Source: an optimization exercise on an open RTL-to-GDS flow (aim: small area and a short achievable clock period). Production flows keep margins and buffers that such runs may drop.
At most, simulation tests tie the RTL to the original design; equivalence was not proved.
Power and IR drop assume default switching activity.

==> 09-02 <==
// store_buffer
module store_buffer #(
    parameter int sq_depth = 8
) (
    input  logic                            clk,
    input  logic                            rst,
    input  logic                            rob_flush,
    input  logic                            lsq_valid,
    input  logic                            lsq_ready,
    input  logic                            lsq_is_load,
    input  logic [lsu_pkg::xlen-1:0]        lsq_addr,
    input  logic [lsu_pkg::mask_bits-1:0]   lsq_mask,
    input  logic [lsu_pkg::xlen-1:0]        lsq_wdata,
    input  lsu_pkg::load_funct3_e           lsq_funct3,
    input  logic [lsu_pkg::rob_id_bits-1:0] lsq_rob_id,
    input  logic [lsu_pkg::pr_bits-1:0]     lsq_pr_dest,
    input  logic [lsu_pkg::rob_id_bits-1:0] rob_head_id,
    output logic                            lsq_dequeue,
    output logic [lsu_pkg::xlen-1:0]        dcache_addr,
    output logic [lsu_pkg::mask_bits-1:0]   dcache_rmask,
    output logic [lsu_pkg::mask_bits-1:0]   dcache_wmask,
    output logic [lsu_pkg::xlen-1:0]        dcache_wdata,
    input  logic [lsu_pkg::xlen-1:0]        dcache_rdata,
  ...
==> flow/config.mk <==
export PLATFORM = sky130hd
export DESIGN_NAME = store_buffer
export DESIGN_NICKNAME = store_buffer
export VERILOG_FILES = /design/flow/design.v
export SDC_FILE = /design/flow/constraint.sdc
export NUM_CORES = 4
export LEC_CHECK = 0
export CAP_MARGIN = 20
export CORE_MARGIN = 2
export CORE_UTILIZATION = 35
export CTS_BUF_LIST = sky130_fd_sc_hd__clkbuf_16
export CTS_CLUSTER_DIAMETER = 80
export CTS_CLUSTER_SIZE = 25
export PLACE_DENSITY = 0.5
export SETUP_SLACK_MARGIN = 5
export SLEW_MARGIN = 20
export SYNTH_HIERARCHICAL = 1
export TNS_END_PERCENT = 2
==> flow/constraint.sdc <==
create_clock -name core_clock -period 10.0 [get_ports {clk}]
set_input_delay 2.0000 -clock core_clock [delete_from_list [all_inputs] [get_ports {clk}]]
set_output_delay 2.0000 -clock core_clock [all_outputs]
set_load 0.01 [all_outputs]
standard.sh (not shown) runs the stock make flow with config.mk's settings and CLKGATE_MAP_FILE= SYNTH_SCRIPT=/design/flow/synth_recipe.tcl, a recipe that flattens the netlist after the stock synthesis.
==> flow/flow/run.sh <==
#!/bin/bash
# Layout: the standard flow, with the port buffers made from the smallest
# buffer cell instead of the one buffer_ports picks by itself. Timing repair
# resizes the ones on critical paths later, as usual.
set -euo pipefail
export BUFFER_PORTS_ARGS="-buffer_cell sky130_fd_sc_hd__buf_1"
bash standard.sh synth > synth.log 2>&1
bash standard.sh > layout.log 2>&1
==> inputs of 05-24, as changes to 09-02 <==
--- a/flow/design.v
+++ b/flow/design.v
@@ -31,16 +31,16 @@
 module sb_cover #(
     parameter int sq_depth = 8
 ) (
     input  logic [sq_depth-1:0][1:0] eq_part,
     input  logic [sq_depth-1:0][3:0] live,
     input  logic [3:0]               load_mask,
+    output logic [3:0]               none,      
     output logic                     fwd_full,
     output logic                     fwd_miss
 );
-    logic [3:0] none;    
     always_comb begin
         none = '1;
         for (int i = 0; i < sq_depth; i++)
             none = none & ~(live[i] & {4{eq_part[i][0] & eq_part[i][1]}});
     end
     assign fwd_miss = |(load_mask & none);
@@ -61,40 +61,42 @@
     input  logic [3:0]    head_mask,
     output logic          load_req,
     output logic [aw-1:0] req_addr,
     output logic [3:0]    rmask,
     output logic [3:0]    wmask
 );
-    logic load_req_n;
-    assign load_req   = load_head && fwd_miss;
-    assign load_req_n = !load_head || fwd_full;
-    assign req_addr   = (load_addr & {aw{load_req}}) | (head_addr & {aw{load_req_n}});
-    assign rmask      = load_mask & {4{!busy && load_req}};
-    assign wmask      = head_mask & {4{!busy && load_req_n && sq_nonempty}};
+    logic [aw-1:0] load_addr_q, head_addr_q;
+    logic [3:0]    rmask_q, wmask_q;
+    assign load_addr_q = load_addr & {aw{load_head}};
+    assign head_addr_q = head_addr & {aw{!load_head}};
+    assign rmask_q     = load_mask & {4{!busy && load_head}};
+    assign wmask_q     = head_mask & {4{!busy && sq_nonempty}};
+    assign load_req = load_head && fwd_miss;
+    assign req_addr = (load_addr_q & {aw{fwd_miss}}) | (head_addr & {aw{fwd_full}}) | head_addr_q;
+    assign rmask    = rmask_q & {4{fwd_miss}};
+    assign wmask    = (wmask_q & {4{!load_head}}) | (wmask_q & {4{fwd_full}});
 endmodule
 `timescale 1ns/1ps
 module sb_lane #(
     parameter int sq_depth = 8
 ) (
     input  logic [sq_depth-1:0][1:0] eq_part,
     input  logic [sq_depth-1:0]      live,
     input  logic [sq_depth-1:0][7:0] data,
     input  logic [7:0]               cache,
+    input  logic                     cache_sel,
     output logic [7:0]               merged
 );
     logic [sq_depth-1:0] hit;
-    logic                any;
     always_comb begin
         merged = '0;
-        any    = 1'b0;
         for (int i = 0; i < sq_depth; i++) begin
             hit[i] = live[i] & eq_part[i][0] & eq_part[i][1];
             merged = merged | (data[i] & {8{hit[i]}});
-            any    = any | hit[i];
         end
-        merged = merged | (cache & {8{!any}});
+        merged = merged | (cache & {8{cache_sel}});
     end
 endmodule
 module sb_ext (
     input  logic [3:0] top_bits,
     input  logic [3:0] sel,
     output logic       ext
@@ -105,12 +107,13 @@
     parameter int sq_depth = 8
 ) (
     input  logic [sq_depth-1:0][1:0]  eq_part,
     input  logic [sq_depth-1:0][3:0]  live,
     input  logic [sq_depth-1:0][31:0] data,
     input  logic [31:0]               cache_rdata,
+    input  logic [3:0]                cache_sel,
     input  logic [1:0]                addr_low,
     input  logic [2:0]                funct3,
     output logic [31:0]               result
 );
     logic [31:0] merged;
     logic [3:0][sq_depth-1:0]      lane_live;
@@ -122,12 +125,13 @@
         end
         sb_lane #(.sq_depth(sq_depth)) i_lane (
             .eq_part (eq_part),
             .live    (lane_live[b]),
             .data    (lane_data[b]),
             .cache   (cache_rdata[8*b +: 8]),
+            .cache_sel (cache_sel[b]),
             .merged  (merged[8*b +: 8])
         );
     end
     logic is_word, is_half, sign_ext;
     logic [1:0] lo_sel, sign_lane;
     logic [3:0] sign_sel;
@@ -203,12 +207,13 @@
     assign load_head    = head_ok && lsq_is_load;
     assign store_accept = is_store && (lsq_rob_id == rob_head_id) && !sq_full;
     logic [sq_depth-1:0][1:0] eq_part;
     logic [sq_depth-1:0][3:0] vlive;
     logic [sq_depth-1:0][3:0] hit;
     logic                     fwd_full, fwd_miss;
+    logic [3:0]               fwd_none;
     for (genvar i = 0; i < sq_depth; i++) begin : g_entry
         sb_entry_cmp #(.aw(aw)) i_cmp (
             .entry_addr (q_addr[i]),
             .addr       (lsq_addr[lsu_pkg::xlen-1:2]),
             .eq_part    (eq_part[i])
         );
@@ -216,12 +221,13 @@
         assign hit[i]   = q_live[i] & {4{eq_part[i][0] & eq_part[i][1]}};
     end
     sb_cover #(.sq_depth(sq_depth)) i_cover (
         .eq_part   (eq_part),
         .live      (vlive),
         .load_mask (lsq_mask),
+        .none      (fwd_none),
         .fwd_full  (fwd_full),
         .fwd_miss  (fwd_miss)
     );
     logic load_req, issue_load, issue_store, resp_ok;
     logic [aw-1:0] req_addr;
     assign issue_load  = !busy && load_req;
@@ -235,14 +241,18 @@
         end else if (!busy) begin
             busy <= issue_load || issue_store;
         end else if (dcache_resp) begin
             busy <= 1'b0;
         end
     end
+    logic [3:0] none_q;
     always_ff @(posedge clk) begin
-        if (!busy) busy_load <= load_req;
+        if (!busy) begin
+            busy_load <= load_req;
+            none_q    <= fwd_none;
+        end
     end
     always_ff @(posedge clk) begin
         if (rst) begin
             stale <= 1'b0;
         end else if (rob_flush) begin
             stale <= 1'b1;
@@ -309,12 +319,13 @@
     end
     load_align #(.sq_depth(sq_depth)) i_align (
         .eq_part     (eq_part),
         .live        (vlive),
         .data        (q_data),
         .cache_rdata (dcache_rdata),
+        .cache_sel   (none_q & {4{resp_ok && busy_load}}),
         .addr_low    (lsq_addr[1:0]),
         .funct3      (lsq_funct3),
         .result      (cdb_result)
     );
     assign cdb_valid   = (load_head && fwd_full) || (resp_ok && busy_load);
     assign cdb_rob_id  = lsq_rob_id;
==> results.txt <==
quantity	05-24	09-02
Status	timing/DRC/antenna clean	timing/DRC/antenna clean
Clk Latency, worst-skew pair	0.61 ns	0.60 ns
Clock period minus final worst setup slack	7.038 ns	6.808 ns
Worst Setup Slack post-DPL	1.381 ns	1.282 ns
Post-CTS clock slew at the launch and capture registers of the worst setup and hold paths	0.11 ns	0.10 ns
Vias in the first global route	20200	18950
Multi-input gate area	11000 um2	10050 um2
Register bit count reported by yosys	571	567
Global-route wire length before repair	144800 um	128500 um
Fraction of final layout cells with drive strength greater than 1	17.04%	17.13%
Final Net Count	2413	2332
# Post-CTS Setup Buffers	62	88
Fraction of area in multi-input gates	33.29%	31.55%
Routed wirelength normalized by instance count	30.15 um	27.27 um
Arrival time worst endpoint	5.04 ns	4.81 ns
Tapcells inserted	1050	1030
Combinational power share	6.5%	6.2%
Layout clock area frac	3.286%	4.144%
Unique cell type count in the Yosys netlist	53	57
Data-path buffer share of cell area in the final layout	7.794%	6.992%
Chip height	287.0 um	282.1 um
Number of clock-tree buffers in the layout	37	39
Only the layout flow was run in 05-24; the RTL was not checked for function there.

what the ideal ports hide:
The results above use ideal ports. As a check the final layouts listed here were re-extracted and re-timed, cells and wires unchanged.
Step 1 assumes that a clkbuf_16 drives the clock port and a buf_2 every other input.
Step 2, shift: input delay + t, output delay - t, t = (earliest + latest rising clock arrival at the registers) / 2. This alone moves slack from input paths to output paths.
Three values: no drivers, after step 1, after step 2; two values: the first two.
| run | t, ns | slack for setup (ns) | cell pins on the clock port's net |
|---|---|---|---|
| 09-02 | 0.651 | 3.192 / 3.105 / 3.105 | 1 |
| 05-24 | 0.656 | 2.962 / 2.903 / 2.903 | 1 |
After both steps every run listed still meets setup and hold. For 09-02, which loses most, drivers alone change the setup slack by -0.087 ns; drivers and shift together by -0.087 ns.
